What follows belongs to an exercise in optimizing a design on an open flow for small area, a short achievable clock period and few clock cycles; a production flow would make more cautious choices.
Where RTL was checked, it was by simulation tests only, not by an equivalence proof against the original.
Function not checked in runs 5 and 6: the RTL went through the layout flow alone.
No activity file was given, so power comes from the tool's default toggle rates.

**flow/config.mk**
```make
export PLATFORM = sky130hd
export DESIGN_NAME = ll_ptr_mgr
export DESIGN_NICKNAME = ll_ptr_mgr
export VERILOG_FILES = /design/flow/design.v
export SDC_FILE = /design/flow/constraint.sdc
export NUM_CORES = 4
export LEC_CHECK = 0
export CAP_MARGIN = 20
export CORE_MARGIN = 2
export CORE_UTILIZATION = 40
export CTS_BUF_LIST = sky130_fd_sc_hd__clkbuf_8
export CTS_CLUSTER_SIZE = 30
export SETUP_SLACK_MARGIN = 3.0
export SLEW_MARGIN = 20
```
**flow/constraint.sdc**
```tcl
create_clock -name core_clock -period 6.0 [get_ports {clk}]
set_input_delay 1.2000 -clock core_clock [delete_from_list [all_inputs] [get_ports {clk}]]
set_output_delay 1.2000 -clock core_clock [all_outputs]
set_load 0.01 [all_outputs]
```
**flow/design.v**
```verilog
package ll_pkg;
    localparam int DEF_DATA_DEPTH = 16;
    localparam int DEF_DATA_WD    = 32;
    localparam int DEF_NUM_LISTS  = 4;
    typedef enum logic [2:0] {
        OP_PUSH_TAIL = 3'd0,
        OP_INSERT_AT = 3'd1,
        OP_DELETE_AT = 3'd2,
        OP_READ_AT   = 3'd3,
        OP_CLEAR     = 3'd4
    } ll_op_e;
    typedef enum logic [1:0] {
        ST_OK    = 2'd0,
        ST_FULL  = 2'd1,
        ST_EMPTY = 2'd2,
        ST_BAD   = 2'd3
    } ll_status_e;
    typedef enum logic [1:0] {
        S_IDLE = 2'd0,
        S_WALK = 2'd1,
        S_EXEC = 2'd2,
        S_RESP = 2'd3
    } ll_state_e;
endpackage
import ll_pkg::*;
module ll_ptr_mgr #(
    parameter int DATA_DEPTH = ll_pkg::DEF_DATA_DEPTH,
    parameter int DATA_WD    = ll_pkg::DEF_DATA_WD,
    parameter int NUM_LISTS  = ll_pkg::DEF_NUM_LISTS,
    localparam int PTR_WD    = $clog2(DATA_DEPTH),
    localparam int CNT_WD    = PTR_WD + 1,
    localparam int LID_WD    = (NUM_LISTS > 1) ? $clog2(NUM_LISTS) : 1
) (
    input  logic                        clk,
    input  logic                        reset_n,
    input  logic                        req_vld,
    output logic                        req_rdy,
    input  logic [2:0]                  req_op,
    input  logic [LID_WD-1:0]           req_list,
    input  logic [CNT_WD-1:0]           req_pos,
    input  logic [DATA_WD-1:0]          req_data,
    output logic                        resp_vld,
    input  logic                        resp_rdy,
    output logic [DATA_WD-1:0]          resp_data,
    output logic [1:0]                  resp_status,
    output logic [NUM_LISTS-1:0]        ll_empty,
    output logic [NUM_LISTS*CNT_WD-1:0] ll_size,
    output logic [CNT_WD-1:0]           free_cnt
);
    function automatic logic ge4(input logic [3:0] a, input logic [3:0] b);
        logic [3:0] g, e;
        g = a & ~b;
        e = ~(a ^ b);
        ge4 = g[3] | (e[3] & g[2]) | (e[3] & e[2] & g[1]) | (e[3] & e[2] & e[1] & (a[0] | ~b[0]));
    endfunction
    function automatic logic gt4(input logic [3:0] a, input logic [3:0] b);
        logic [3:0] g, e;
        g = a & ~b;
        e = ~(a ^ b);
        gt4 = g[3] | (e[3] & g[2]) | (e[3] & e[2] & g[1]) | (e[3] & e[2] & e[1] & g[0]);
    endfunction
    function automatic logic [3:0] inc4(input logic [3:0] a);
        inc4 = {a[3] ^ (a[2] & a[1] & a[0]), a[2] ^ (a[1] & a[0]), a[1] ^ a[0], ~a[0]};
    endfunction
    function automatic logic [3:0] dec4(input logic [3:0] a);
        dec4 = {a[3] ^ ~(a[2] | a[1] | a[0]), a[2] ^ ~(a[1] | a[0]), a[1] ^ ~a[0], ~a[0]};
    endfunction
    logic [DATA_DEPTH-1:0] vld_q;
    logic [LID_WD-1:0]     lid_q   [DATA_DEPTH];
    logic [PTR_WD-1:0]     rank_q  [DATA_DEPTH];
    logic [DATA_WD-1:0]    data_mem[DATA_DEPTH];
    logic [CNT_WD-1:0]     size_q  [NUM_LISTS];
    logic                  acc, free_zero, is_push, is_ins, is_del, is_rd, is_clr;
    logic                  alloc_ok, del_ok, clr_ok, keep;
    logic [1:0]            chk_stat;
    logic [NUM_LISTS-1:0]  lsel;
    logic [CNT_WD-1:0]     in_size;
    logic [PTR_WD-1:0]     new_rank;
    logic [DATA_WD-1:0]    rd_data;
    logic [DATA_DEPTH-1:0] lm, eq, gt, ge, ff;
    assign req_rdy   = !resp_vld || resp_rdy;
    assign acc       = req_vld && req_rdy;
    assign free_zero = (free_cnt == '0);
    assign is_push   = (req_op == OP_PUSH_TAIL);
    assign is_ins    = (req_op == OP_INSERT_AT);
    assign is_del    = (req_op == OP_DELETE_AT);
    assign is_rd     = (req_op == OP_READ_AT);
    assign is_clr    = (req_op == OP_CLEAR);
    always_comb begin
        in_size = '0;
        for (int l = 0; l < NUM_LISTS; l++) begin
            lsel[l] = (req_list == LID_WD'(l));
            in_size = in_size | (size_q[l] & {CNT_WD{lsel[l]}});
        end
    end
    assign new_rank = is_push ? in_size[PTR_WD-1:0] : req_pos[PTR_WD-1:0];
    logic [NUM_LISTS-1:0] pos_gt, pos_ge;
    logic                 ins_bad, at_bad, in_empty;
    always_comb begin
        for (int l = 0; l < NUM_LISTS; l++) begin
            pos_gt[l] = size_q[l][4] ? (req_pos[4] && |req_pos[3:0])
                                     : (req_pos[4] || gt4(req_pos[3:0], size_q[l][3:0]));
            pos_ge[l] = size_q[l][4] ? req_pos[4]
                                     : (req_pos[4] || ge4(req_pos[3:0], size_q[l][3:0]));
        end
    end
    assign ins_bad  = |(pos_gt & lsel);
    assign at_bad   = |(pos_ge & lsel);
    assign in_empty = |(ll_empty & lsel);
    always_comb begin
        chk_stat = ST_OK;
        case (req_op)
            OP_PUSH_TAIL: if (free_zero) chk_stat = ST_FULL;
            OP_INSERT_AT: begin
                if (free_zero)    chk_stat = ST_FULL;
                else if (ins_bad) chk_stat = ST_BAD;
            end
            OP_DELETE_AT, OP_READ_AT: begin
                if (in_empty)    chk_stat = ST_EMPTY;
                else if (at_bad) chk_stat = ST_BAD;
            end
            OP_CLEAR: ;
            default: chk_stat = ST_BAD;
        endcase
    end
    assign alloc_ok = acc && !free_zero && (is_push || (is_ins && !ins_bad));
    assign del_ok   = acc && is_del && !at_bad;
    assign clr_ok   = acc && is_clr;
    assign keep     = !(alloc_ok || del_ok || clr_ok);
    logic [CNT_WD-1:0] free_inc, free_dec, free_clr;
    logic [CNT_WD-1:0] size_inc [NUM_LISTS];
    logic [CNT_WD-1:0] size_dec [NUM_LISTS];
    assign free_inc = free_cnt + CNT_WD'(1);
    assign free_dec = free_cnt - CNT_WD'(1);
    always_comb begin
        free_clr = '0;
        for (int l = 0; l < NUM_LISTS; l++) begin
            free_clr    = free_clr | ((free_cnt + size_q[l]) & {CNT_WD{lsel[l]}});
            size_inc[l] = size_q[l] + CNT_WD'(1);
            size_dec[l] = size_q[l] - CNT_WD'(1);
        end
    end
    always_comb begin
        logic all_used;
        all_used = 1'b1;
        for (int i = 0; i < DATA_DEPTH; i++) begin
            lm[i] = vld_q[i] && (lid_q[i] == req_list);
            eq[i] = lm[i] && !req_pos[4] && (rank_q[i] == req_pos[3:0]);
            gt[i] = lm[i] && !req_pos[4] && gt4(rank_q[i], req_pos[3:0]);
            ge[i] = lm[i] && !req_pos[4] && ge4(rank_q[i], req_pos[3:0]);
            ff[i] = !vld_q[i] && all_used;
            all_used = all_used && vld_q[i];
        end
    end
    logic                  rd_op;
    logic [DATA_DEPTH-1:0] rsel;
    assign rd_op = is_del || is_rd;
    assign rsel  = eq & {DATA_DEPTH{rd_op}};
    always_comb begin
        rd_data = '0;
        for (int i = 0; i < DATA_DEPTH; i++)
            rd_data = rd_data | (data_mem[i] & {DATA_WD{rsel[i]}});
    end
    logic [DATA_DEPTH-1:0] rank_en;
    logic [PTR_WD-1:0]     rank_d [DATA_DEPTH];
    always_comb begin
        for (int i = 0; i < DATA_DEPTH; i++) begin
            rank_en[i] = ff[i] || (acc && is_ins && !free_zero && ge[i]) || (acc && is_del && gt[i]);
            rank_d[i]  = ff[i] ? new_rank : (is_ins ? inc4(rank_q[i]) : dec4(rank_q[i]));
        end
    end
    always_comb begin
        ll_size  = '0;
        ll_empty = '0;
        for (int l = 0; l < NUM_LISTS; l++) begin
            ll_size[l*CNT_WD +: CNT_WD] = size_q[l];
            ll_empty[l]                 = (size_q[l] == '0);
        end
    end
    always_ff @(posedge clk) begin
        if (req_rdy) resp_data <= rd_data;
        for (int i = 0; i < DATA_DEPTH; i++) begin
            if (ff[i]) begin
                data_mem[i] <= req_data;
                lid_q[i]    <= req_list;
            end
            if (rank_en[i]) rank_q[i] <= rank_d[i];
        end
    end
    always_ff @(posedge clk or posedge reset_n) begin
        if (reset_n) begin
            vld_q       <= '0;
            resp_vld    <= 1'b0;
            resp_status <= '0;
            free_cnt    <= CNT_WD'(DATA_DEPTH);
            for (int l = 0; l < NUM_LISTS; l++) size_q[l] <= '0;
        end else begin
            if (acc) begin
                resp_vld    <= 1'b1;
                resp_status <= chk_stat;
            end else if (resp_rdy) begin
                resp_vld    <= 1'b0;
            end
            for (int i = 0; i < DATA_DEPTH; i++) begin
                if (alloc_ok && ff[i])         vld_q[i] <= 1'b1;
                else if (del_ok && eq[i])      vld_q[i] <= 1'b0;
                else if (clr_ok && lm[i])      vld_q[i] <= 1'b0;
            end
            for (int l = 0; l < NUM_LISTS; l++)
                if (lsel[l] && !keep)
                    size_q[l] <= is_clr ? '0 : (is_del ? size_dec[l] : size_inc[l]);
            if (!keep)
                free_cnt <= is_clr ? free_clr : (is_del ? free_inc : free_dec);
        end
    end
endmodule
```
**flow/run.sh**
```bash
#!/bin/bash
# synth_recipe.tcl (not shown) runs the flow's synth.tcl, then flattens the netlist and writes it again
# the make line also repeats each setting of config.mk as NAME=value (left out here)
make -C /OpenROAD-flow-scripts/flow DESIGN_CONFIG=/design/flow/config.mk WORK_HOME=/design/flow/orfs CLKGATE_MAP_FILE= SYNTH_SCRIPT=/design/flow/synth_recipe.tcl finish
```
==> qor_table.md, run 1 <==
| Step | Metric | Reported |
| --- | --- | --- |
| sta | Fmax | 317.9 MHz |
| floorplan | Row Count | 101 |
| clock tree | Clock tree from TritonCTS | done |
| logic synthesis | Most frequent cells after synthesis | 640 x edfxtp_1, 130 x a221oi_1, 129 x a22o_1, 123 x ha_1, 91 x a21oi_1 |
| power | Peak supply drop | 0.2398 mV |
| global route | Initial antenna violation count | 5 |
| logic synthesis | Number of distinct library cells after synthesis | 76 |
| logic synthesis | Total standard cell area after synthesis | 30,750 um2 |
| sta | Min Tclk post-route | 3.146 ns |
| route | Ratio of routed vias to standard cells | 5.979 |
| global route | Maximum number of pins on one net before global-route repair | 45 |
| setup path | Capture point of the worst reg-to-reg path | free_cnt[0]$_DFFE_PP0N_ |
| place | HPWL Detailed | 48.26 mm |
| route | Antenna Nets Post-Route | 0 |
| setup path | Arrival time worst endpoint | 1.95 ns |
| floorplan | Die H | 281.3 um |
| route | Routed wirelength normalized by instance count | 27.79 um |
| logic synthesis | FF+latch count, synth | 684 |
| logic synthesis | Library cell with the highest instance count after synthesis | edfxtp_1 |
| clock tree | Number of clock sinks seen by CTS | 684 |
| setup path | Number of cells on the critical path | 3 |
| setup path | Type of origin of the critical path | register |
| setup path | Maximum fanout encountered on the critical timing path | 2 |
| setup path | Worst setup path category | register to primary output |
| logic synthesis | Fraction of the yosys area taken by sequential cells | 0.6609 |
| clock tree | Number of buffers on the longest clock path | 3 |
| sta | Final-report setup violation count | 0 |
| flow run | Number of violations of the max-capacitance limit | 0 |
| floorplan | Standard cell core area | 76,080 um2 |
| layout | Fill cells | 6,522 |
| setup path | Critical R2R Launch | size_q[1][1]$_DFFE_PP0P_ |
| sta | Slew Limit Headroom | 0.2011 |
| clock tree | Clock-pin slew reported for the worst setup and hold paths after clock tree synthesis | 0.06 ns |
| setup path | Buffers & Inverters on Critical Path | 1 |
| logic synthesis | Cell accounting for the most synthesized area | edfxtp_1 |
| logic synthesis | Portion of synthesized cell area occupied by the leading cell type | 0.6250 |
| sta | Max Transition Viols Final | 0 |
| setup path | Type of element capturing the critical path | primary output |
| sta | Final Hold Fails | 0 |
| hold path | Endpoint with the worst hold slack | resp_data[29]$_DFFE_PN_ |
| floorplan | # IOs | 111 |
| sta | Slew @ Worst Pin | 1.197 ns |
| logic synthesis | Dominant register cell in the synthesized netlist | edfxtp_1 |
| floorplan | X dimension of the die | 281.3 um |
| sta | Total Negative Setup Slacks | 0 ns |
| setup path | Top Family by Delay on Critical Path | simple AND/OR/NAND/NOR gates |
| floorplan | Starting density of the core | 0.4042 |
| route | Remaining design rule violation count | 0 |
| route | Number of iterations in the first detailed-routing pass | 5 |
| route | Total Routed Length | 95.76 mm |
| power | Leakage Power | 13.15 nW |
| setup path | Worst endpoint required time | 4.80 ns |
| sta | Tcrit/Tclk final | 0.5243 |
| layout | Final core utilization | 0.4894 |
| setup path | Worst reg-to-reg path cell count | 11 |
| place | Routability congestion estimate from global placement | 0.8037 |
| clock tree | H-tree depth | 3 |
| global route | Gr ovfl total | 0 |
| logic synthesis | Gate count of the mapped netlist | 2,067 |
| hold path | Worst hold path startpoint | data_mem[3][29]$_DFFE_PP_ |
| power | Pwr Density | 330.5 nW/um2 |
| route | Drt first-iter violations | 2,120 |
| global route | First-pass GRT wire length | 137.8 mm |
| global route | Number of global-route vias before repair | 20,630 |
| logic synthesis | Number of enable-type register cells in the synthesized netlist | 640 |
| logic synthesis | Per-instance average area after synthesis | 14.88 um2 |
| logic synthesis | Top area cells in the synthesized netlist | edfxtp_1 63%, ha_1 5.0%, a221oi_1 3.7% |
| layout | Share of cells above drive strength 1 | 0.2091 |
| setup path | Slowest library cell on the worst path | or4_4 |
| setup path | Largest stage delay, worst path | 0.56 ns |
| layout | Net total in the final layout | 2,513 |
| setup path | Internal reg-to-reg setup slack | 3.16 ns |
| global route | Overall Global Routing Usage | 0.2397 |
| clock tree | Clock latency on the worst-skew pair | 0.74 ns |
| floorplan | Die Footprint | 79,100 um2 |
| sta | Clk_skew | 0.03565 ns |
| place | # port buffers | 110 |
| layout | Relative area change from synthesis to final layout | 21.07% |
| route | Vias | 20,610 |
| sta | Unrepaired setup endpoints after global routing | true |
| logic synthesis | Async S/R FF share, synth | 0.06433 |
| logic synthesis | Synth warn | 8 |
| status | Outcome | timing/DRC/antenna clean |
| clock tree | Clock buffer count from CTS | 108 |
| setup path | CP Cell Sequence | or4_4 > nor2_4 > buf_6 |
| hold path | Cells on Worst Hold Path | 2 |
| hold path | Min-Delay Path Class | register to register |
| logic synthesis | Synthesized Nets | 2,245 |
| clock tree | CTS root buf | clkbuf_8 |
power breakdown:
group,internal [W],switching [W]
Sequential,0.00577,0.000259
Combinational,0.00106,0.00153
Clock,0.00183,0.00186
worst max-delay path by stage:
stage / start / endpoint / slack (ns)
after CTS: size_q[1][0]$_DFFE_PP0P_ / ll_empty[1] / 2.81
after floorplan: req_op[2] / free_cnt[4]$_DFFE_PP1N_ / 2.84
after detailed placement: req_pos[1] / resp_data[24]$_DFFE_PN_ / 1.15
after global routing: size_q[1][0]$_DFFE_PP0P_ / ll_empty[1] / 2.81
final: size_q[1][0]$_DFFE_PP0P_ / ll_empty[1] / 2.85
after global placement: req_pos[1] / resp_data[24]$_DFFE_PN_ / 1.22
layout by cell type (no fill, tap or decap), drive strengths merged, types with 80 or more instances in the layout:
cell type | Yosys | final
a21oi | 91 | 91
a221oi | 143 | 143
a22o | 129 | 129
buf | 70 | 156
clkbuf | 39 | 115
clkdlybuf4s50 | 0 | 80
edfxtp | 640 | 640
ha | 123 | 123
inv | 60 | 89
xor2 | 83 | 83
worst register-to-register path, cell delays in order, from the launching register on:
cell      delay, ns
dfrtp_2        0.40
buf_4          0.21
inv_1          0.11
ha_1           0.28
and3_1         0.20
nand3b_1       0.10
a221o_1        0.37
a41oi_4        0.32
or2b_4         0.20
buf_4          0.16
nand2_1        0.08
a311oi_1       0.28
logic make-up (layout without fill, tap and decap cells):
group	after synthesis	count (layout)	share of synthesized area
compound gates	568	569	0.1404
xor+xnor	127	127	0.03618
fa+ha+maj	132	132	0.05591
buf+inv	169	514	0.02682
flops	684	684	0.6609
mux	35	35	0.01445
other cells	0	1	0
simple gates	352	354	0.06539
cell type report:
| class | count | area, um2 | share of cell area |
|---|---|---|---|
| antenna | 1 | 2.502 | 0.00006722 |
| clock buffer | 112 | 1541 | 0.04141 |
| clock inverter | 78 | 427.9 | 0.01149 |
| inverter | 60 | 271.5 | 0.007293 |
| multi-input combinational | 1217 | 10460 | 0.2809 |
| sequential | 684 | 20350 | 0.5467 |
| tap | 1030 | 1289 | 0.03462 |
| timing repair buffer | 263 | 2875 | 0.07723 |
| timing repair inverter | 1 | 7.507 | 0.0002017 |
metal layers:
layer | vias up | wire, um | global-route usage
li1 | 8914 | - | -
met3 | 201 | 8013 | 0.03733
met2 | 992 | 45770 | 0.4006
met1 | 10500 | 38860 | 0.3197
met5 | - | 13 | 0
met4 | 2 | 3101 | 0.07924
registers in the layout, summed over array words and instances (netlist names):
register     flops
size_q          20
free_cnt         5
rank_q          64
lid_q           32
data_mem       512
resp_status      2
resp_vld         1
resp_data       32
vld_q           16
timing repair:
| action | in CTS | in global routing |
|---|---|---|
| hold buffers | 0 | 0 |
| setup buffers | 60 | 24 |
| cloned | 9 | 3 |
| resized for setup | 151 | 75 |
| setup endpoints to repair | 449 | 255 |
| pin swaps | 17 | 23 |
stage by stage:
step	cell area (um2)	setup slack [ns]	power, W	instances	hold slack [ns]
after global routing	37230	2.814	0.01284	3446	0.5427
after detailed placement	33600	1.151	0.008461	3159	0.5342
after floorplan	31120	2.835	0.007548	2067	0.5100
after CTS	36600	2.814	0.01226	3418	0.5331
after global placement	33600	1.225	0.008389	3159	0.5336
final	37230	2.854	0.01231	3446	0.5375
Testbench counts, summed over its fixed seeds: cycles 4,808.
==> inputs of run 2 (changes only) <==
--- a/flow/config.mk
+++ b/flow/config.mk
@@ -8,7 +8,5 @@
 export CAP_MARGIN = 20
 export CORE_MARGIN = 2
 export CORE_UTILIZATION = 40
-export CTS_BUF_LIST = sky130_fd_sc_hd__clkbuf_8
-export CTS_CLUSTER_SIZE = 30
 export SETUP_SLACK_MARGIN = 3.0
 export SLEW_MARGIN = 20
==> run 2 against run 1 <==
Net effect:
- still clean on timing, DRC and antenna
- power is 5.6% higher
- sequential power grew 0.8%
- non-clock buffer count grew 6
- fmax is 4.0% higher
- critical path type unchanged
- largest cell class unchanged
==> qor_table.md, run 2 <==
| Step | Metric | Reported |
| --- | --- | --- |
| logic synthesis | Cell accounting for the most synthesized area | edfxtp_1 |
| logic synthesis | Number of enable-type register cells in the synthesized netlist | 640 |
| power | Pwr Density | 343.3 nW/um2 |
| floorplan | Die Footprint | 79,100 um2 |
| logic synthesis | Total standard cell area after synthesis | 30,750 um2 |
| hold path | Min-Delay Path Class | register to register |
| route | Routed wirelength normalized by instance count | 28.47 um |
| route | Ratio of routed vias to standard cells | 6.055 |
| global route | Met2 usage | 0.3928 |
| global route | Maximum number of pins on one net before global-route repair | 45 |
| setup path | Worst Setup EP | ll_empty[1] |
| sta | Max Transition Viols Final | 0 |
| global route | Overall Global Routing Usage | 0.2418 |
| layout | Share of cells above drive strength 1 | 0.2091 |
| sta | Final Hold Fails | 0 |
| layout | Register with the most flip-flops | data_mem |
| logic synthesis | Gate count of the mapped netlist | 2,067 |
| sta | Unrepaired setup endpoints after global routing | true |
| route | Total Routed Length | 96.50 mm |
| power | Clock network fraction of design power | 0.337 |
| global route | GR Layer Usage met1 | 0.3196 |
| power | Switching power summed over all nets | 0.003692 W |
| setup path | Internal reg-to-reg setup slack | 3.12 ns |
| sta | Final-layout worst hold slack | 0.5494 ns |
| layout | Fill cells | 6,424 |
| layout | Relative area change from synthesis to final layout | 23.15% |
| sta | Tcrit/Tclk final | 0.5042 |
| floorplan | # IOs | 111 |
| status | Outcome | timing/DRC/antenna clean |
| sta | Final-report setup violation count | 0 |
| sta | Slew @ Worst Pin | 1.207 ns |
| power | Int Power | 0.009307 W |
| logic synthesis | Synth warn | 8 |
| logic synthesis | Most frequent cells after synthesis | 640 x edfxtp_1, 130 x a221oi_1, 129 x a22o_1, 123 x ha_1, 91 x a21oi_1 |
| setup path | Maximum fanout encountered on the critical timing path | 2 |
| clock tree | Clock-pin slew reported for the worst setup and hold paths after clock tree synthesis | 0.06 ns |
| place | Routability congestion estimate from global placement | 0.8037 |
| setup path | Critical R2R Launch | vld_q[0]$_DFFE_PP0P_ |
| place | Setup Slack @ Placement | 1.151 ns |
| global route | Most used routing layer in global routing | met2 |
| layout | Net total in the final layout | 2,481 |
| floorplan | Row Count | 101 |
| route | Vias | 20,530 |
| layout | Commonest cells after routing, fill and taps aside | 640 x edfxtp_1, 129 x a22o_1, 110 x ha_1, 98 x buf_4, 94 x clkdlybuf4s50_1 |
| setup path | Critical path launch point | size_q[1][0]$_DFFE_PP0P_ |
| flow run | Number of violations of the max-capacitance limit | 0 |
| floorplan | X dimension of the die | 281.3 um |
| place | # port buffers | 110 |
| clock tree | Number of buffers on the longest clock path | 3 |
| floorplan | Die H | 281.3 um |
| logic synthesis | Dominant register cell in the synthesized netlist | edfxtp_1 |
| setup path | Arrival time worst endpoint | 1.83 ns |
| route | Drt first-iter violations | 2,281 |
| logic synthesis | Synthesized Nets | 2,245 |
| clock tree | CTS root buf | clkbuf_16 |
| sta | Slew Limit Headroom | 0.1945 |
| route | Antenna Nets Post-Route | 0 |
| sta | Setup ws final | 2.975 ns |
| clock tree | Number of clock sinks seen by CTS | 684 |
| sta | Total Negative Setup Slacks | 0 ns |
| layout | Biggest registers after layout | data_mem x512, rank_q x64 |
| power | Sequential share of power | 0.468 |
| logic synthesis | Library cell with the highest instance count after synthesis | edfxtp_1 |
| power | Leakage Power | 13.23 nW |
| logic synthesis | Per-instance average area after synthesis | 14.88 um2 |
| logic synthesis | Portion of synthesized cell area occupied by the leading cell type | 0.6250 |
| logic synthesis | Async S/R FF share, synth | 0.06433 |
| setup path | Type of origin of the critical path | register |
| clock tree | Clock latency on the worst-skew pair | 0.63 ns |
| setup path | Worst endpoint required time | 4.80 ns |
| global route | Gr ovfl total | 0 |
| route | Number of iterations in the first detailed-routing pass | 6 |
| setup path | Capture point of the worst reg-to-reg path | resp_data[5]$_DFFE_PN_ |
| power | Peak supply drop | 0.2444 mV |
| floorplan | Standard cell core area | 76,080 um2 |
| sta | Fmax | 330.5 MHz |
| sta | Min Tclk post-route | 3.025 ns |
| power | Logic pwr share | 0.195 |
| logic synthesis | FF+latch count, synth | 684 |
| logic synthesis | Fraction of the yosys area taken by sequential cells | 0.6609 |
| logic synthesis | Top area cells in the synthesized netlist | edfxtp_1 63%, ha_1 5.0%, a221oi_1 3.7% |
| route | Remaining design rule violation count | 0 |
| power | Net Sw Frac | 0.2840 |
| global route | Number of global-route vias before repair | 20,410 |
| clock tree | Clock buffer count from CTS | 71 |
| place | HPWL Detailed | 48.26 mm |
| global route | First-pass GRT wire length | 137.8 mm |
| sta | Clk_skew | 0.03233 ns |
| setup path | Worst setup path category | register to primary output |
| global route | Initial antenna violation count | 2 |
| floorplan | Starting density of the core | 0.4042 |
| logic synthesis | Number of distinct library cells after synthesis | 76 |
| clock tree | Clock tree from TritonCTS | done |
| layout | Most common cell after layout, fill and taps aside | edfxtp_1 |
| clock tree | H-tree depth | 3 |
| setup path | Type of element capturing the critical path | primary output |
| layout | Flip-flop count of the largest register after layout | 512 |
| setup path | Worst reg-to-reg path cell count | 9 |
| global route | Met3 layer usage reported by global route | 0.04647 |
-- run 2: power groups by stage --
stage	Clock (W)	Combinational [W]	Sequential, W
2_1_floorplan	0	0.00142	0.00613
3_3_place_gp	0	0.00215	0.00624
3_5_place_dp	0	0.00220	0.00626
4_1_cts	0.00444	0.00245	0.00607
5_1_grt	0.00462	0.00276	0.00612
6_report	0.00438	0.00253	0.00608
-- run 2: per-stage QoR --
| stage | cell area, um2 | instances | utilization | power, W |
|---|---|---|---|---|
| after floorplan | 31120 | 2067 | - | 0.007548 |
| after global placement | 33600 | 3159 | 0.4417 | 0.008389 |
| after detailed placement | 33600 | 3159 | 0.4417 | 0.008461 |
| after CTS | 37250 | 3363 | 0.4897 | 0.01296 |
| after global routing | 37860 | 3388 | 0.4977 | 0.01351 |
| final | 37870 | 3390 | 0.4977 | 0.01300 |
-- run 2: worst min path at each step --
stage,startpoint,end,depth (start not counted)
6_report,resp_status[1]$_DFFE_PP0P_,resp_status[1]$_DFFE_PP0P_,2
5_1_grt,data_mem[6][26]$_DFFE_PP_,resp_data[26]$_DFFE_PN_,2
4_1_cts,resp_status[1]$_DFFE_PP0P_,resp_status[1]$_DFFE_PP0P_,2
3_5_place_dp,resp_status[1]$_DFFE_PP0P_,resp_status[1]$_DFFE_PP0P_,2
3_3_place_gp,data_mem[15][25]$_DFFE_PP_,resp_data[25]$_DFFE_PN_,2
2_1_floorplan,vld_q[7]$_DFFE_PP0P_,vld_q[7]$_DFFE_PP0P_,1
-- run 2: logic make-up after synthesis --
| kind of cell | count (synthesis) | synth area share |
|---|---|---|
| flip-flops | 684 | 0.6609 |
| AO/OA/AOI/OAI | 568 | 0.1404 |
| AND/OR/NAND/NOR | 352 | 0.06539 |
| buffers and inverters | 169 | 0.02682 |
| adder cells (fa/ha/maj) | 132 | 0.05591 |
| XOR/XNOR | 127 | 0.03618 |
| multiplexers | 35 | 0.01445 |
-- run 2: cell type report --
class	instances	area [um2]	share of cell area
diodes	2	5.005	0.0001322
clock buffers	86	1864	0.04924
clock inverters	42	442.9	0.01170
inverters	60	271.5	0.007170
multi-input cells	1216	10500	0.2772
flip-flops and latches	684	20350	0.5375
well taps	1030	1289	0.03404
repair buffers	269	3136	0.08281
repair inverters	1	7.507	0.0001983
-- run 2: critical path, cell delays in order (launching register included) --
cell and delay (ns):
dfrtp_2 0.43, or4_4 0.56, nor2_4 0.12, buf_6 0.11
-- run 2: timing repair --
| action | 4_1_cts | 5_1_grt |
|---|---|---|
| hold buffers | 0 | 0 |
| pin swaps | 22 | 26 |
| gates cloned | 14 | 2 |
| endpoints found under the setup margin | 441 | 218 |
| setup buffers | 62 | 23 |
| gates resized for setup | 170 | 70 |
-- run 2: per-layer routing --
layer / vias up / share of wire
li1: 8827 / -
met1: 10550 / 0.41
met2: 955 / 0.48
met3: 189 / 0.083
met4: 2 / 0.033
met5: - / 0.000073
==> inputs of run 3 (changes only) <==
--- a/flow/config.mk
+++ b/flow/config.mk
@@ -7,6 +7,7 @@
 export LEC_CHECK = 0
 export CAP_MARGIN = 20
 export CORE_MARGIN = 2
-export CORE_UTILIZATION = 40
+export CORE_UTILIZATION = 50
 export SETUP_SLACK_MARGIN = 3.0
 export SLEW_MARGIN = 20
+export TNS_END_PERCENT = 100
==> run 3 against run 2 <==
Net effect:
- still clean on timing, DRC and antenna
- synthesized cell count did not move
- worst hold slack improved by 0.0040 ns
- clock power is 3% higher
- utilization grew 12 points
- final area decreased by 1.3%
- global-route usage grew 4.2 points
- routed wire length fell by 3.7%
- clock skew decreased by 0.014 ns
- sequential power about the same
==> qor_table.md, run 3 <==
| Step | Metric | Reported |
| --- | --- | --- |
| layout | Antenna Diode Count | 0 |
| setup path | Largest stage delay, worst path | 0.55 ns |
| logic synthesis | Per-instance average area after synthesis | 14.88 um2 |
| power | Clock network fraction of design power | 0.345 |
| sta | Slew @ Worst Pin | 1.128 ns |
| route | Routed wirelength normalized by instance count | 29.59 um |
| clock tree | Clock-pin slew reported for the worst setup and hold paths after clock tree synthesis | 0.06 ns |
| logic synthesis | Fraction of the yosys area taken by sequential cells | 0.6609 |
| route | Vias | 20,450 |
| logic synthesis | Portion of synthesized cell area occupied by the leading cell type | 0.6250 |
| route | Drt first-iter violations | 2,040 |
| clock tree | CTS root buf | clkbuf_16 |
| power | Logic pwr share | 0.191 |
| layout | Commonest cells after routing, fill and taps aside | 640 x edfxtp_1, 129 x a22o_1, 111 x ha_1, 103 x a221oi_1, 98 x buf_4 |
| status | Outcome | timing/DRC/antenna clean |
| clock tree | Number of buffers on the longest clock path | 3 |
| place | # port buffers | 110 |
| logic synthesis | Async S/R FF share, synth | 0.06433 |
| floorplan | Standard cell core area | 60,580 um2 |
| layout | Net total in the final layout | 2,478 |
| sta | Total Negative Setup Slacks | 0 ns |
| setup path | Arrival time worst endpoint | 1.86 ns |
| floorplan | Die H | 252.0 um |
| logic synthesis | Synth warn | 8 |
| sta | Slew Limit Headroom | 0.2478 |
| layout | Flip-flop count of the largest register after layout | 512 |
| layout | Register with the most flip-flops | data_mem |
| logic synthesis | Gate count of the mapped netlist | 2,067 |
| setup path | Type of origin of the critical path | register |
| route | Remaining design rule violation count | 0 |
| global route | First-pass GRT wire length | 130.8 mm |
| power | Pwr Density | 350.6 nW/um2 |
| sta | Final-report setup violation count | 0 |
| power | Switching power summed over all nets | 0.003643 W |
| logic synthesis | Synthesized Nets | 2,245 |
| sta | Max Transition Viols Final | 0 |
| floorplan | Row Count | 90 |
| power | Net Sw Frac | 0.2781 |
| global route | Overall Global Routing Usage | 0.2840 |
| route | Total Routed Length | 92.95 mm |
| layout | Relative area change from synthesis to final layout | 21.50% |
| floorplan | Die Footprint | 63,500 um2 |
| layout | Share of cells above drive strength 1 | 0.2022 |
| setup path | Worst endpoint required time | 4.80 ns |
| setup path | Slowest library cell on the worst path | or4_4 |
| global route | Initial antenna violation count | 4 |
| sta | Tcrit/Tclk final | 0.5097 |
| floorplan | X dimension of the die | 252.0 um |
| layout | Biggest registers after layout | data_mem x512, rank_q x64 |
| power | Sequential share of power | 0.464 |
| power | Peak supply drop | 0.2818 mV |
| logic synthesis | FF+latch count, synth | 684 |
| flow run | Number of violations of the max-capacitance limit | 0 |
| route | Ratio of routed vias to standard cells | 6.511 |
| hold path | Min-Delay Path Class | register to register |
| power | Int Power | 0.009456 W |
| floorplan | Starting density of the core | 0.5075 |
| setup path | Worst setup path category | register to primary output |
| logic synthesis | Top area cells in the synthesized netlist | edfxtp_1 63%, ha_1 5.0%, a221oi_1 3.7% |
| sta | Final Hold Fails | 0 |
| sta | Unrepaired setup endpoints after global routing | true |
| route | Routed length on met1 | 38.55 mm |
| clock tree | H-tree depth | 3 |
| floorplan | # IOs | 111 |
| setup path | Type of element capturing the critical path | primary output |
| setup path | CP Cell Sequence | or4_4 > nor2_4 > buf_6 |
| logic synthesis | Library cell with the highest instance count after synthesis | edfxtp_1 |
| power | Leakage Power | 13.17 nW |
| clock tree | Clock latency on the worst-skew pair | 0.62 ns |
| clock tree | Number of clock sinks seen by CTS | 684 |
| place | HPWL Detailed | 47.23 mm |
| logic synthesis | Number of distinct library cells after synthesis | 76 |
| logic synthesis | Total standard cell area after synthesis | 30,750 um2 |
| logic synthesis | Most frequent cells after synthesis | 640 x edfxtp_1, 130 x a221oi_1, 129 x a22o_1, 123 x ha_1, 91 x a21oi_1 |
| global route | Gr ovfl total | 0 |
| route | Met2 wire length | 43.22 mm |
| setup path | Maximum fanout encountered on the critical timing path | 2 |
| sta | Fmax | 327.0 MHz |
| global route | Maximum number of pins on one net before global-route repair | 45 |
| sta | Clk_skew | 0.01853 ns |
| logic synthesis | Dominant register cell in the synthesized netlist | edfxtp_1 |
| place | Setup Slack @ Placement | 1.130 ns |
| logic synthesis | Number of enable-type register cells in the synthesized netlist | 640 |
| route | Metal3 WL | 8.123 mm |
| global route | Number of global-route vias before repair | 19,580 |
| place | Routability congestion estimate from global placement | 0.8302 |
| sta | Min Tclk post-route | 3.058 ns |
| clock tree | Clock buffer count from CTS | 73 |
| logic synthesis | Cell accounting for the most synthesized area | edfxtp_1 |
| route | Topmost layer with routed signal wires | met5 |
| layout | Most common cell after layout, fill and taps aside | edfxtp_1 |
| route | Number of iterations in the first detailed-routing pass | 7 |
| sta | Setup ws final | 2.942 ns |
| route | Antenna Nets Post-Route | 0 |
| clock tree | Clock tree from TritonCTS | done |
==> run 3: cells by family (layout without fill, tap and decap cells) <==
logic type | after synthesis | count (layout) | synth area share
flops | 684 | 684 | 0.6609
compound gates | 568 | 569 | 0.1404
simple gates | 352 | 355 | 0.06539
buf+inv | 169 | 457 | 0.02682
fa+ha+maj | 132 | 132 | 0.05591
xor+xnor | 127 | 127 | 0.03618
mux | 35 | 35 | 0.01445
==> run 3: area by class of cell <==
type | count | area, um2
fillers | 4570 | 23220
flip-flops and latches | 684 | 20350
multi-input cells | 1218 | 10460
repair buffers | 263 | 2944
clock buffers | 88 | 1914
well taps | 782 | 978.4
clock inverters | 46 | 462.9
inverters | 60 | 252.7
==> run 3: worst max-delay path, delay by kind of cell (launching register included) <==
| family | cells | cell delay (ns) |
|---|---|---|
| DFF | 1 | 0.43 |
| buffers and inverters | 1 | 0.12 |
| and+or+nand+nor | 2 | 0.70 |
==> run 3: path summary, 6_finish.rpt <==
kind                       slack, ns  depth (start not counted)                        to                 startpoint
max                             2.94                          3               ll_empty[1]   size_q[1][2]$_DFFE_PP0P_
min                             0.55                          2   resp_data[13]$_DFFE_PN_  data_mem[3][13]$_DFFE_PP_
max reg2reg                     3.04                         12     vld_q[14]$_DFFE_PP0P_   size_q[1][2]$_DFFE_PP0P_
min reg2reg                     0.55                          2   resp_data[13]$_DFFE_PN_  data_mem[3][13]$_DFFE_PP_
max in group asynchronous       4.44                          2  size_q[3][3]$_DFFE_PP0P_                    reset_n
min in group asynchronous       1.04                          2      resp_vld$_DFFE_PP0P_                    reset_n
==> run 3: layer usage <==
layer,up-vias,global-route usage
met5,-,0
met4,8,0.09670
met3,191,0.05612
met2,1013,0.4486
met1,10400,0.3962
li1,8837,-
==> run 3: timing repair <==
item                                    CTS  global route
gates resized for setup                 132            86
hold endpoints to repair                  0             0
gates cloned                              7             9
pin swaps                                16            22
hold buffers                              0             0
endpoints found under the setup margin  464           197
setup buffers                            48            32
==> run 3: through the flow <==
step	utilization	hold slack, ns	total power (W)	cells	cell area (um2)
after global routing	0.6166	0.5779	0.01360	3141	37360
after detailed placement	0.5495	0.5423	0.008431	2911	33290
after CTS	0.6030	0.5545	0.01305	3100	36530
after global placement	0.5495	0.5329	0.008357	2911	33290
after floorplan	-	0.5100	0.007548	2067	31120
final	0.6166	0.5534	0.01310	3141	37360
==> run 3: power groups by stage <==
stage	Sequential [W]	Clock [W]	Combinational [W]
6_report	0.00608	0.00451	0.00250
4_1_cts	0.00607	0.00457	0.00241
5_1_grt	0.00612	0.00474	0.00273
3_3_place_gp	0.00625	0	0.00211
3_5_place_dp	0.00626	0	0.00217
2_1_floorplan	0.00613	0	0.00142
==> inputs of run 4 (changes only) <==
--- a/flow/config.mk
+++ b/flow/config.mk
@@ -7,7 +7,6 @@
 export LEC_CHECK = 0
 export CAP_MARGIN = 20
 export CORE_MARGIN = 2
-export CORE_UTILIZATION = 50
-export SETUP_SLACK_MARGIN = 3.0
+export CORE_UTILIZATION = 40
+export SETUP_SLACK_MARGIN = 2.8
 export SLEW_MARGIN = 20
-export TNS_END_PERCENT = 100
==> run 4 against run 3 <==
Net effect:
- non-clock buffer count decreased by 37
- final area shrank 1.7%
- register-to-register slack got worse by 0.17 ns
- largest power group unchanged
- largest cell class unchanged
- critical path depth is the same
- sequential power is essentially flat
- clock-buffer cell count fell by 5
- combinational power down 6%
- routed wire length down 0.89%
- cell count up 6.6%
- highest routed layer unchanged
==> qor_table.md, run 4 <==
| Step | Metric | Reported |
| --- | --- | --- |
| status | Outcome | timing/DRC/antenna clean |
| place | # port buffers | 110 |
| power | Pwr Density | 351.9 nW/um2 |
| logic synthesis | Library cell with the highest instance count after synthesis | edfxtp_1 |
| floorplan | Standard cell core area | 76,080 um2 |
| global route | Maximum number of pins on one net before global-route repair | 51 |
| setup path | Largest stage delay, worst path | 0.54 ns |
| logic synthesis | Top area cells in the synthesized netlist | edfxtp_1 63%, ha_1 5.0%, a221oi_1 3.7% |
| layout | Most common cell after layout, fill and taps aside | edfxtp_1 |
| logic synthesis | Synth warn | 8 |
| logic synthesis | Dominant register cell in the synthesized netlist | edfxtp_1 |
| layout | Biggest registers after layout | data_mem x512, rank_q x64 |
| clock tree | CTS root buf | clkbuf_16 |
| global route | Gr ovfl total | 0 |
| layout | Flip-flop count of the largest register after layout | 512 |
| global route | First-pass GRT wire length | 134.6 mm |
| floorplan | Die H | 281.3 um |
| logic synthesis | Synthesized Nets | 2,245 |
| setup path | Slowest library cell on the worst path | or4_1 |
| clock tree | Clock latency on the worst-skew pair | 0.63 ns |
| floorplan | X dimension of the die | 281.3 um |
| route | Remaining design rule violation count | 0 |
| flow run | Number of violations of the max-capacitance limit | 0 |
| hold path | Cells on Worst Hold Path | 2 |
| sta | Min Tclk post-route | 3.140 ns |
| layout | Share of cells above drive strength 1 | 0.1666 |
| route | Number of iterations in the first detailed-routing pass | 5 |
| logic synthesis | Total standard cell area after synthesis | 30,750 um2 |
| sta | Total Negative Setup Slacks | 0 ns |
| setup path | Worst reg-to-reg path cell count | 4 |
| route | Antenna Nets Post-Route | 0 |
| setup path | Buffers & Inverters on Critical Path | 1 |
| floorplan | Row Count | 101 |
| sta | Final Hold Fails | 0 |
| clock tree | Clock buffer count from CTS | 72 |
| route | Total Routed Length | 92.12 mm |
| logic synthesis | FF+latch count, synth | 684 |
| route | Routed wirelength normalized by instance count | 27.52 um |
| layout | Relative area change from synthesis to final layout | 19.42% |
| sta | Slew Limit Headroom | 0.3354 |
| setup path | Internal reg-to-reg setup slack | 2.87 ns |
| setup path | Top Family by Delay on Critical Path | simple AND/OR/NAND/NOR gates |
| floorplan | Die Footprint | 79,100 um2 |
| setup path | CP Cell Sequence | or4_1 > nor2_2 > buf_2 |
| floorplan | # IOs | 111 |
| logic synthesis | Number of distinct library cells after synthesis | 76 |
| floorplan | Starting density of the core | 0.4042 |
| sta | Max Transition Viols Final | 0 |
| logic synthesis | Async S/R FF share, synth | 0.06433 |
| clock tree | H-tree depth | 3 |
| setup path | Critical R2R Launch | vld_q[0]$_DFFE_PP0P_ |
| logic synthesis | Cell accounting for the most synthesized area | edfxtp_1 |
| logic synthesis | Portion of synthesized cell area occupied by the leading cell type | 0.6250 |
| layout | Net total in the final layout | 2,441 |
| setup path | Type of origin of the critical path | register |
| clock tree | Number of clock sinks seen by CTS | 684 |
| route | Ratio of routed vias to standard cells | 6.024 |
| hold path | Worst hold path startpoint | resp_status[1]$_DFFE_PP0P_ |
| clock tree | Number of buffers on the longest clock path | 3 |
| sta | Fmax | 318.4 MHz |
| logic synthesis | Most frequent cells after synthesis | 640 x edfxtp_1, 130 x a221oi_1, 129 x a22o_1, 123 x ha_1, 91 x a21oi_1 |
| power | Peak supply drop | 0.2621 mV |
| place | Routability congestion estimate from global placement | 0.8310 |
| sta | Unrepaired setup endpoints after global routing | true |
| logic synthesis | Gate count of the mapped netlist | 2,067 |
| setup path | Worst endpoint required time | 4.80 ns |
| sta | Final-report setup violation count | 0 |
| clock tree | Clock tree from TritonCTS | done |
| setup path | Maximum fanout encountered on the critical timing path | 2 |
| global route | Overall Global Routing Usage | 0.2321 |
| logic synthesis | Per-instance average area after synthesis | 14.88 um2 |
| logic synthesis | Number of enable-type register cells in the synthesized netlist | 640 |
| sta | Tcrit/Tclk final | 0.5234 |
| logic synthesis | Fraction of the yosys area taken by sequential cells | 0.6609 |
| route | Vias | 20,170 |
| setup path | Worst setup path category | register to primary output |
| setup path | Critical path launch point | size_q[1][2]$_DFFE_PP0P_ |
| setup path | Number of cells on the critical path | 3 |
| hold path | Endpoint with the worst hold slack | resp_status[1]$_DFFE_PP0P_ |
| sta | Slew @ Worst Pin | 0.9937 ns |
| hold path | Min-Delay Path Class | register to register |
| place | HPWL Detailed | 48.83 mm |
| sta | Clk_skew | 0.04149 ns |
| layout | Commonest cells after routing, fill and taps aside | 640 x edfxtp_1, 129 x a22o_1, 122 x ha_1, 108 x a221oi_1, 95 x clkdlybuf4s50_1 |
| setup path | Arrival time worst endpoint | 1.94 ns |
| layout | Register with the most flip-flops | data_mem |
| clock tree | Clock-pin slew reported for the worst setup and hold paths after clock tree synthesis | 0.06 ns |
| sta | Final-layout worst hold slack | 0.5502 ns |
| route | Drt first-iter violations | 2,058 |
| setup path | Type of element capturing the critical path | primary output |
| setup path | Capture point of the worst reg-to-reg path | data_mem[8][0]$_DFFE_PP_ |
| clock tree | Count of hold-fix buffers inserted at cts | 0 |
| layout | Final core utilization | 0.4827 |
| power | Leakage Power | 12.82 nW |
| global route | Initial antenna violation count | 3 |
| global route | Number of global-route vias before repair | 20,200 |
==> run 4: cell counts after synthesis <==
Identical to the previous run, type by type.
==> run 4: worst max path at each step <==
| stage | endpoint | slack (ns) |
|---|---|---|
| floorplan | rank_q[13][0]$_DFFE_PP_ | 2.49 |
| global placement | resp_data[29]$_DFFE_PN_ | 1.26 |
| detailed placement | resp_data[0]$_DFFE_PN_ | 1.20 |
| CTS | resp_data[16]$_DFFE_PN_ | 2.70 |
| global route | data_mem[8][0]$_DFFE_PP_ | 2.74 |
| finish | ll_empty[1] | 2.86 |
==> run 4: per-stage QoR <==
stage,area (um2),total power [W],setup slack [ns],std cells
final,36720,0.01292,2.860,3348
after global routing,36720,0.01344,2.739,3347
after CTS,36500,0.01296,2.703,3341
after detailed placement,33240,0.008408,1.201,3157
after global placement,33240,0.008309,1.256,3157
after floorplan,30820,0.007499,2.485,2067
==> run 4: worst reg2reg max path, stage by stage, from the launching register on <==
cell,delay [ns]
dfrtp_2,0.55
and4_1,0.29
nand4_1,0.34
nor3_4,0.88
buf_4,0.70
==> run 4: power by group <==
part           internal, W  total (W)  switching, W
clock network      0.00256    0.00448       0.00192
registers          0.00576    0.00610      0.000343
logic             0.000974    0.00234       0.00136
total              0.00930     0.0129       0.00362
==> run 4: layout make-up <==
cell class,count,area [um2]
repair buffers,226,2372
clock inverters,45,480.5
diodes,1,2.502
well taps,1030,1289
clock buffers,83,1864
inverters,60,271.5
flip-flops and latches,684,20340
multi-input cells,1219,10090
fillers,6537,39360
==> run 4: kinds of logic (layout without fill, tap and decap cells) <==
family                   Yosys count  after routing  synth area share
buffers and inverters            169            414           0.02682
other                              0              1                 0
XOR/XNOR                         127            127           0.03618
flip-flops                       684            684            0.6609
AO/OA/AOI/OAI                    568            568            0.1404
adder cells (fa/ha/maj)          132            132           0.05591
multiplexers                      35             35           0.01445
AND/OR/NAND/NOR                  352            357           0.06539
==> run 4: timing repair <==
action                                  CTS  global route
buffers inserted                         50             6
endpoints found under the setup margin  414           151
pin swaps                                17             4
gates cloned                              6             0
gates resized for setup                 130            53
==> run 4: routing by layer <==
layer | up-vias | GRT usage | routed length, um
met5 | - | 0 | 24
met4 | 4 | 0.07815 | 2827
met3 | 190 | 0.03724 | 6897
met2 | 880 | 0.3863 | 44440
met1 | 10370 | 0.3096 | 37930
li1 | 8722 | - | -
==> inputs of run 5 (changes only) <==
--- a/flow/design.v
+++ b/flow/design.v
@@ -171,10 +171,8 @@
     end
     always_comb begin
         ll_size  = '0;
-        ll_empty = '0;
         for (int l = 0; l < NUM_LISTS; l++) begin
             ll_size[l*CNT_WD +: CNT_WD] = size_q[l];
-            ll_empty[l]                 = (size_q[l] == '0);
         end
     end
     always_ff @(posedge clk) begin
@@ -193,6 +191,7 @@
             resp_vld    <= 1'b0;
             resp_status <= '0;
             free_cnt    <= CNT_WD'(DATA_DEPTH);
+            ll_empty    <= '1;
             for (int l = 0; l < NUM_LISTS; l++) size_q[l] <= '0;
         end else begin
             if (acc) begin
@@ -207,8 +206,10 @@
                 else if (clr_ok && lm[i])      vld_q[i] <= 1'b0;
             end
             for (int l = 0; l < NUM_LISTS; l++)
-                if (lsel[l] && !keep)
-                    size_q[l] <= is_clr ? '0 : (is_del ? size_dec[l] : size_inc[l]);
+                if (lsel[l] && !keep) begin
+                    size_q[l]   <= is_clr ? '0 : (is_del ? size_dec[l] : size_inc[l]);
+                    ll_empty[l] <= is_clr || (is_del && size_q[l] == CNT_WD'(1));
+                end
             if (!keep)
                 free_cnt <= is_clr ? free_clr : (is_del ? free_inc : free_dec);
         end
--- a/flow/config.mk
+++ b/flow/config.mk
@@ -8,5 +8,5 @@
 export CAP_MARGIN = 20
 export CORE_MARGIN = 2
 export CORE_UTILIZATION = 40
-export SETUP_SLACK_MARGIN = 2.8
+export SETUP_SLACK_MARGIN = 3.2
 export SLEW_MARGIN = 20
==> run 5 against run 4 <==
Net effect:
- critical path depth is 9 higher
- fmax is essentially flat
- power is 2.3% higher
- clock-buffer cell count up 3
- sequential power barely moved
- non-clock buffer count is 201 higher
- utilization increased by 5.1 points
- sequential share of layout area shrank 5.8 points
- first-iteration DRC count grew 40%
==> qor_table.md, run 5 <==
| Step | Metric | Reported |
| --- | --- | --- |
| status | Outcome | timing/DRC/antenna clean |
| route | Drt first-iter violations | 2,874 |
| layout | Most common cell after layout, fill and taps aside | edfxtp_1 |
| logic synthesis | Async S/R FF share, synth | 0.06977 |
| sta | Unrepaired setup endpoints after global routing | true |
| sta | Fmax | 318.4 MHz |
| logic synthesis | Gate count of the mapped netlist | 2,165 |
| logic synthesis | Synth warn | 8 |
| setup path | Worst setup path category | input port to register |
| sta | Final-report setup violation count | 0 |
| power | Int Power | 0.009461 W |
| floorplan | Die H | 282.8 um |
| setup path | Capture point of the worst reg-to-reg path | size_q[3][3]$_DFFE_PP0P_ |
| floorplan | Starting density of the core | 0.4028 |
| setup path | Worst reg-to-reg path cell count | 15 |
| layout | FF/Latch Area | 20,460 um2 |
| sta | Min Tclk post-route | 3.141 ns |
| setup path | Maximum fanout encountered on the critical timing path | 8 |
| setup path | Internal reg-to-reg setup slack | 3.17 ns |
| logic synthesis | Most frequent cells after synthesis | 640 x edfxtp_1, 137 x a22oi_1, 123 x ha_1, 112 x o21ai_0, 110 x a21oi_1 |
| place | Cell total after placement | 3,266 |
| logic synthesis | Parity-gate share of the synthesized area counting xor and xnor cells | 0.03372 |
| logic synthesis | Cell accounting for the most synthesized area | edfxtp_1 |
| route | Antenna Nets Post-Route | 0 |
| global route | Maximum number of pins on one net before global-route repair | 49 |
| logic synthesis | Top area cells in the synthesized netlist | edfxtp_1 62%, ha_1 4.9%, dfrtp_1 3.5% |
| sta | Total Negative Setup Slacks | 0 ns |
| route | Routed wirelength normalized by instance count | 29.29 um |
| sta | Slew @ Worst Pin | 0.9016 ns |
| clock tree | CTS root buf | clkbuf_16 |
| logic synthesis | Library cell with the highest instance count after synthesis | edfxtp_1 |
| floorplan | Standard cell core area | 77,210 um2 |
| hold path | Min-Delay Path Class | register to register |
| route | Metal3 WL | 10.14 mm |
| sta | Max Transition Viols Final | 0 |
| setup path | Worst endpoint required time | 6.37 ns |
| hold path | Endpoint with the worst hold slack | ll_empty[3]$_DFFE_PP1P_ |
| clock tree | H-tree depth | 3 |
| layout | Area occupied by multi-input gates | 11,870 um2 |
| logic synthesis | Share of synthesized cell area in full adder, half adder and majority cells | 0.05271 |
| clock tree | Clock-pin slew reported for the worst setup and hold paths after clock tree synthesis | 0.06 ns |
| route | Remaining design rule violation count | 0 |
| logic synthesis | Synth Area in Simple Gates | 0.07081 |
| clock tree | Number of buffers on the longest clock path | 3 |
| clock tree | Clock buffer count from CTS | 74 |
| flow run | Number of violations of the max-capacitance limit | 0 |
| clock tree | Clock latency on the worst-skew pair | 0.64 ns |
| global route | Number of global-route vias before repair | 21,870 |
| hold path | Cells on Worst Hold Path | 2 |
| layout | Biggest registers after layout | data_mem x512, rank_q x64 |
| layout | Net total in the final layout | 2,723 |
| global route | Gr ovfl total | 0 |
| layout | Flip-flop count of the largest register after layout | 512 |
| route | Routed length on met1 | 42.40 mm |
| layout | Relative area change from synthesis to final layout | 32.62% |
| layout | Commonest cells after routing, fill and taps aside | 640 x edfxtp_1, 182 x buf_4, 128 x a22oi_1, 81 x a21oi_1, 78 x clkbuf_16 |
| route | Ratio of routed vias to standard cells | 6.146 |
| power | Net Sw Frac | 0.2840 |
| power | Switching power summed over all nets | 0.003754 W |
| sta | Tcrit/Tclk final | 0.5235 |
| logic synthesis | Fraction of the mapped netlist area in compound gates | 0.1410 |
| global route | Initial antenna violation count | 4 |
| route | Number of iterations in the first detailed-routing pass | 8 |
| logic synthesis | Number of enable-type register cells in the synthesized netlist | 640 |
| place | Routability congestion estimate from global placement | 0.8632 |
| setup path | Critical R2R Launch | size_q[2][3]$_DFFE_PP0P_ |
| clock tree | Clock tree from TritonCTS | done |
| logic synthesis | Per-instance average area after synthesis | 14.36 um2 |
| power | Clock network fraction of design power | 0.343 |
| global route | Overall Global Routing Usage | 0.2659 |
| sta | Final Hold Fails | 0 |
| layout | Post-route non-filler standard cell count | 3,648 |
| logic synthesis | Fraction of the yosys area taken by sequential cells | 0.6568 |
| global route | First-pass GRT wire length | 153.4 mm |
| setup path | Type of element capturing the critical path | register |
| place | HPWL Detailed | 56.19 mm |
| logic synthesis | Synthesized Nets | 2,339 |
| place | # port buffers | 110 |
| power | Logic pwr share | 0.197 |
| power | Peak supply drop | 0.2504 mV |
| logic synthesis | FF+latch count, synth | 688 |
| hold path | Worst hold path startpoint | ll_empty[3]$_DFFE_PP1P_ |
| sta | Slew Limit Headroom | 0.3989 |
| sta | Clk_skew | 0.02459 ns |
| layout | Register with the most flip-flops | data_mem |
| route | Total Routed Length | 106.8 mm |
| route | Met2 wire length | 50.42 mm |
| logic synthesis | Total standard cell area after synthesis | 31,100 um2 |
| floorplan | Row Count | 102 |
| clock tree | Number of clock sinks seen by CTS | 688 |
| route | Vias | 22,420 |
| floorplan | # IOs | 111 |
| power | Sequential share of power | 0.459 |
| route | Topmost layer with routed signal wires | met5 |
| logic synthesis | Number of distinct library cells after synthesis | 79 |
| power | Pwr Density | 320.4 nW/um2 |
| layout | Share of cells above drive strength 1 | 0.2921 |
| setup path | Type of origin of the critical path | input port |
| floorplan | X dimension of the die | 282.8 um |
| layout | Fill cells | 6,139 |
| logic synthesis | Dominant register cell in the synthesized netlist | edfxtp_1 |
| floorplan | Die Footprint | 79,990 um2 |
| logic synthesis | Portion of synthesized cell area occupied by the leading cell type | 0.6180 |
| power | Leakage Power | 14.77 nW |
| setup path | Arrival time worst endpoint | 3.51 ns |
| logic synthesis | Multiplexer fraction of the synthesized cell area | 0.01746 |
| logic synthesis | Combinational family with the most area after synthesis | compound AO/OA/AOI/OAI gates |
## run 5: kinds of logic after synthesis
kind of cell | count (synthesis)
compound gates | 621
mux | 44
flops | 688
simple gates | 384
fa+ha+maj | 128
buf+inv | 182
xor+xnor | 118
## run 5: worst max-delay path: stages
cell and delay, ns:
buf_8 0.09, clkinvlp_4 0.19, buf_6 0.20, ha_4 0.21, and4_4 0.18, nand4_1 0.18, nor2_4 0.11, buf_12 0.14
buf_16 0.16, a222oi_1 0.42, nand4_1 0.18, a211o_1 0.24
## run 5: cell type report
type | instances | share of cell area
clock inverters | 46 | 0.01119
repair buffers | 427 | 0.1207
inverters | 60 | 0.005977
clock buffers | 86 | 0.04651
flip-flops and latches | 688 | 0.4961
multi-input cells | 1298 | 0.2878
diodes | 3 | 0.0001820
well taps | 1040 | 0.03155
## run 5: power by group through the flow
stage	clock network (W)	registers (W)	logic [W]
final	0.00454	0.00607	0.00261
after global routing	0.00478	0.00610	0.00280
after CTS	0.00457	0.00606	0.00249
after detailed placement	0	0.00624	0.00209
after global placement	0	0.00623	0.00203
after floorplan	0	0.00611	0.00138
## run 5: repair_timing
| action | CTS | global route |
|---|---|---|
| cloned | 31 | 2 |
| gates resized for setup | 371 | 76 |
| hold buffers | 0 | 0 |
| setup buffers | 184 | 30 |
| pin swaps | 122 | 100 |
| setup endpoints to repair | 491 | 177 |
## run 5: layer usage
metal  track usage  vias to the layer above
met1        0.3629                    11440
met4        0.1008                        2
li1              -                     9474
met5             0                        -
met3       0.04611                      223
met2        0.4259                     1283
## run 5: metrics by stage
| step | instance area, um2 | hold slack (ns) | utilization | power, W | worst slack [ns] |
|---|---|---|---|---|---|
| 2_1_floorplan | 32000 | 0.4692 | - | 0.007492 | 2.508 |
| 4_1_cts | 40550 | 0.4833 | 0.5251 | 0.01313 | 2.943 |
| 5_1_grt | 41240 | 0.5041 | 0.5341 | 0.01369 | 2.796 |
| 6_report | 41240 | 0.4868 | 0.5341 | 0.01322 | 2.859 |
| 3_5_place_dp | 34350 | 0.4697 | 0.4449 | 0.008334 | 1.103 |
| 3_3_place_gp | 34350 | 0.4664 | 0.4449 | 0.008253 | 1.170 |
## run 5: worst max-delay path by stage
stage | from | endpoint | slack (ns)
4_1_cts | req_pos[2] | resp_data[7]$_DFFE_PN_ | 2.94
5_1_grt | req_pos[3] | resp_data[1]$_DFFE_PN_ | 2.80
2_1_floorplan | req_pos[3] | resp_data[26]$_DFFE_PN_ | 2.51
6_report | req_pos[2] | resp_data[1]$_DFFE_PN_ | 2.86
3_5_place_dp | req_pos[0] | resp_data[29]$_DFFE_PN_ | 1.10
3_3_place_gp | req_pos[0] | resp_data[29]$_DFFE_PN_ | 1.17
==> inputs of run 6 (changes only) <==
--- a/flow/config.mk
+++ b/flow/config.mk
@@ -8,5 +8,5 @@
 export CAP_MARGIN = 20
 export CORE_MARGIN = 2
 export CORE_UTILIZATION = 40
-export SETUP_SLACK_MARGIN = 3.2
+export SETUP_SLACK_MARGIN = 3.0
 export SLEW_MARGIN = 20
==> run 6 against run 5 <==
Net effect:
- still clean on timing, DRC and antenna
- via count decreased by 1.5%
- global-route usage decreased by 0.35 points
- utilization decreased by 0.88 points
- worst hold slack improved by 0.0066 ns
- sequential share of layout area increased by 0.82 points
- critical endpoint is now resp_data[31]$_DFFE_PN_
==> qor_table.md, run 6 <==
| Step | Metric | Reported |
| --- | --- | --- |
| status | Outcome | timing/DRC/antenna clean |
| route | Vias | 22,090 |
| power | Leakage Power | 14.30 nW |
| sta | Final-layout worst hold slack | 0.4934 ns |
| global route | First-pass GRT wire length | 151.5 mm |
| floorplan | Standard cell core area | 77,210 um2 |
| layout | Biggest registers after layout | data_mem x512, rank_q x64 |
| flow run | Number of violations of the max-capacitance limit | 0 |
| global route | Initial antenna violation count | 6 |
| floorplan | Die Footprint | 79,990 um2 |
| logic synthesis | Async S/R FF share, synth | 0.06977 |
| logic synthesis | FF+latch count, synth | 688 |
| sta | Total Negative Setup Slacks | 0 ns |
| place | # port buffers | 110 |
| sta | Min Tclk post-route | 3.262 ns |
| layout | Fill cells | 6,194 |
| sta | Final-report setup violation count | 0 |
| setup path | Type of element capturing the critical path | register |
| clock tree | Clock tree from TritonCTS | done |
| sta | Setup ws final | 2.738 ns |
| clock tree | Clock buffer count from CTS | 73 |
| floorplan | Starting density of the core | 0.4028 |
| sta | Slew Limit Headroom | 0.2650 |
| logic synthesis | Portion of synthesized cell area occupied by the leading cell type | 0.6180 |
| logic synthesis | Gate count of the mapped netlist | 2,165 |
| global route | Number of global-route vias before repair | 21,570 |
| logic synthesis | Fraction of the mapped netlist area in compound gates | 0.1410 |
| floorplan | Die H | 282.8 um |
| logic synthesis | Synth warn | 8 |
| place | Cell area reported after detailed placement | 34,090 um2 |
| layout | Most common cell after layout, fill and taps aside | edfxtp_1 |
| hold path | Endpoint with the worst hold slack | ll_empty[3]$_DFFE_PP1P_ |
| setup path | Worst endpoint required time | 6.38 ns |
| hold path | Worst hold path startpoint | ll_empty[3]$_DFFE_PP1P_ |
| setup path | Critical R2R Launch | size_q[0][1]$_DFFE_PP0P_ |
| hold path | Min-Delay Path Class | register to register |
| setup path | Worst reg-to-reg path cell count | 11 |
| logic synthesis | Fraction of the yosys area taken by sequential cells | 0.6568 |
| logic synthesis | Number of enable-type register cells in the synthesized netlist | 640 |
| layout | Flip-flop count of the largest register after layout | 512 |
| place | Cell total after placement | 3,263 |
| route | Antenna Nets Post-Route | 0 |
| logic synthesis | Per-instance average area after synthesis | 14.36 um2 |
| clock tree | Number of clock sinks seen by CTS | 688 |
| logic synthesis | Number of distinct library cells after synthesis | 79 |
| logic synthesis | Dominant register cell in the synthesized netlist | edfxtp_1 |
| layout | Share of cells above drive strength 1 | 0.2617 |
| global route | Overall Global Routing Usage | 0.2624 |
| clock tree | Number of buffers on the longest clock path | 3 |
| place | Setup Slack @ Placement | 1.108 ns |
| global route | Gr ovfl total | 0 |
| layout | Post-route non-filler standard cell count | 3,597 |
| sta | Max Transition Viols Final | 0 |
| route | Total Routed Length | 105.9 mm |
| layout | Relative area change from synthesis to final layout | 30.42% |
| floorplan | # IOs | 111 |
| clock tree | Clock latency on the worst-skew pair | 0.63 ns |
| place | Routability congestion estimate from global placement | 0.8800 |
| layout | Post-route cell area | 40,560 um2 |
| floorplan | Row Count | 102 |
| power | Pwr Density | 324.7 nW/um2 |
| route | Routed wirelength normalized by instance count | 29.45 um |
| sta | Final Hold Fails | 0 |
| clock tree | CTS root buf | clkbuf_16 |
| route | Number of iterations in the first detailed-routing pass | 8 |
| clock tree | Count of hold-fix buffers inserted at cts | 0 |
| layout | Net total in the final layout | 2,672 |
| route | Drt first-iter violations | 2,839 |
| sta | Tcrit/Tclk final | 0.5436 |
| layout | Register with the most flip-flops | data_mem |
| logic synthesis | Library cell with the highest instance count after synthesis | edfxtp_1 |
| global route | GR Layer Usage met1 | 0.3535 |
| sta | Clk_skew | 0.02365 ns |
| clock tree | Clock-pin slew reported for the worst setup and hold paths after clock tree synthesis | 0.06 ns |
| logic synthesis | Synthesized Nets | 2,339 |
| route | Remaining design rule violation count | 0 |
| logic synthesis | Most frequent cells after synthesis | 640 x edfxtp_1, 137 x a22oi_1, 123 x ha_1, 112 x o21ai_0, 110 x a21oi_1 |
| global route | Most used routing layer in global routing | met2 |
| sta | Unrepaired setup endpoints after global routing | true |
| global route | Met3 layer usage reported by global route | 0.04429 |
| setup path | Maximum fanout encountered on the critical timing path | 4 |
| logic synthesis | Top area cells in the synthesized netlist | edfxtp_1 62%, ha_1 4.9%, dfrtp_1 3.5% |
| logic synthesis | Parity-gate share of the synthesized area counting xor and xnor cells | 0.03372 |
| global route | Maximum number of pins on one net before global-route repair | 52 |
| sta | Fmax | 306.6 MHz |
| logic synthesis | Combinational family with the most area after synthesis | compound AO/OA/AOI/OAI gates |
| logic synthesis | Synth Area in Simple Gates | 0.07081 |
| setup path | Internal reg-to-reg setup slack | 3.06 ns |
| logic synthesis | Total standard cell area after synthesis | 31,100 um2 |
| floorplan | X dimension of the die | 282.8 um |
| layout | Commonest cells after routing, fill and taps aside | 640 x edfxtp_1, 128 x buf_4, 126 x a22oi_1, 98 x clkdlybuf4s50_1, 96 x a21oi_1 |
| global route | Met2 usage | 0.4178 |
| setup path | Worst setup path category | input port to register |
| logic synthesis | Share of synthesized cell area in full adder, half adder and majority cells | 0.05271 |
| sta | Slew @ Worst Pin | 1.100 ns |
| setup path | Type of origin of the critical path | input port |
| power | Peak supply drop | 0.2291 mV |
| logic synthesis | Multiplexer fraction of the synthesized cell area | 0.01746 |
| route | Ratio of routed vias to standard cells | 6.140 |
| place | HPWL Detailed | 54.89 mm |
| setup path | Capture point of the worst reg-to-reg path | size_q[2][4]$_DFFE_PP0P_ |
| setup path | Arrival time worst endpoint | 3.64 ns |
| clock tree | H-tree depth | 3 |
| logic synthesis | Cell accounting for the most synthesized area | edfxtp_1 |
| hold path | Cells on Worst Hold Path | 2 |
[run 6: cell counts after synthesis]
Identical to the previous run, type by type.
[run 6: power breakdown]
part           total, W  switching, W  internal [W]
Clock           0.00461       0.00191       0.00270
Sequential      0.00617      0.000383       0.00579
Combinational   0.00238       0.00138       0.00100
[run 6: repair_timing]
item,in CTS,in global routing
endpoints found under the setup margin,464,115
pin swaps,96,87
gates cloned,24,4
gates resized for setup,258,122
buffers inserted,132,40
[run 6: kinds of logic (layout without fill, tap and decap cells)]
logic type	after synthesis	in the layout
flip-flops	688	688
adder cells (fa/ha/maj)	128	128
XOR/XNOR	118	118
other	0	1
AND/OR/NAND/NOR	384	388
multiplexers	44	44
buffers and inverters	182	567
AO/OA/AOI/OAI	621	623
[run 6: metal layers]
metal | up-vias | wire, um
li1 | 9392 | -
met1 | 11160 | 41380
met2 | 1288 | 49500
met3 | 239 | 10240
met4 | 8 | 4736
met5 | - | 61
[run 6: how the worst max path moves through the flow]
| stage | end | from | cells after the start | slack (ns) |
|---|---|---|---|---|
| global route | resp_data[20]$_DFFE_PN_ | req_pos[1] | 15 | 2.72 |
| detailed placement | resp_data[10]$_DFFE_PN_ | req_pos[2] | 13 | 1.11 |
| CTS | resp_data[21]$_DFFE_PN_ | req_pos[1] | 14 | 2.82 |
| global placement | resp_data[10]$_DFFE_PN_ | req_pos[2] | 13 | 1.15 |
| floorplan | resp_data[15]$_DFFE_PN_ | req_pos[0] | 11 | 2.51 |
| finish | resp_data[31]$_DFFE_PN_ | req_pos[1] | 14 | 2.74 |
[run 6: through the flow]
step                      total power [W]    util
final                             0.01317  0.5253
after global routing              0.01361  0.5253
after CTS                         0.01305  0.5127
after detailed placement         0.008324  0.4416
after global placement           0.008241  0.4416
after floorplan                  0.007454       -
[run 6: critical path: stages]
cell	delay (ns)
buf_6	0.07
buf_8	0.11
clkinvlp_4	0.13
buf_12	0.16
buf_8	0.13
ha_4	0.23
and4_4	0.18
nand4_1	0.19
nor2_4	0.06
buf_12	0.14
buf_6	0.12
a222oi_1	0.41
nand4_1	0.21
a211o_1	0.28
[run 6: layout make-up]
type | count | area (um2) | area share
repair inverters | 1 | 7.507 | 0.0001851
repair buffers | 373 | 4507 | 0.1111
clock buffers | 84 | 1889 | 0.04658
flip-flops and latches | 688 | 20450 | 0.5043
multi-input cells | 1301 | 11620 | 0.2864
inverters | 60 | 255.2 | 0.006293
diodes | 1 | 2.502 | 0.00006170
clock inverters | 49 | 526.8 | 0.01299
well taps | 1040 | 1301 | 0.03208

## what the ideal ports hide
The results above use ideal ports. As a check the final layouts listed here were re-extracted and re-timed, cells and wires unchanged.
Step 1: set_driving_cell puts a clkbuf_16 on clk and a buf_2 on each other input, an assumption about the parent block.
Step 2 moves the port delays by t, midway between the first and last clock arrival at a register: inputs arrive t later, outputs are due t later. That takes back most of the time a late clock gives input paths.
Three values: ideal ports, drivers, drivers and shift; two values: the first two.
| run | shift t [ns] | setup slack, ns | worst setup path after step 2 |
|---|---|---|---|
| run 1 | 0.782 | 2.854 / 2.793 / 2.283 | input to register |
| run 2 | 0.677 | 2.975 / 2.913 / 2.299 | input to register |
| run 3 | 0.673 | 2.942 / 2.882 / 2.253 | input to register |
| run 4 | 0.668 | 2.860 / 2.796 / 2.230 | input to register |
| run 5 | 0.696 | 2.859 / 2.856 / 2.161 | input to register |
| run 6 | 0.680 | 2.738 / 2.745 / 2.064 | input to register |
After both steps every run listed still meets setup and hold. The setup slack of run 5, which loses most, moves by -0.003 ns with the drivers and by -0.698 ns with both steps.
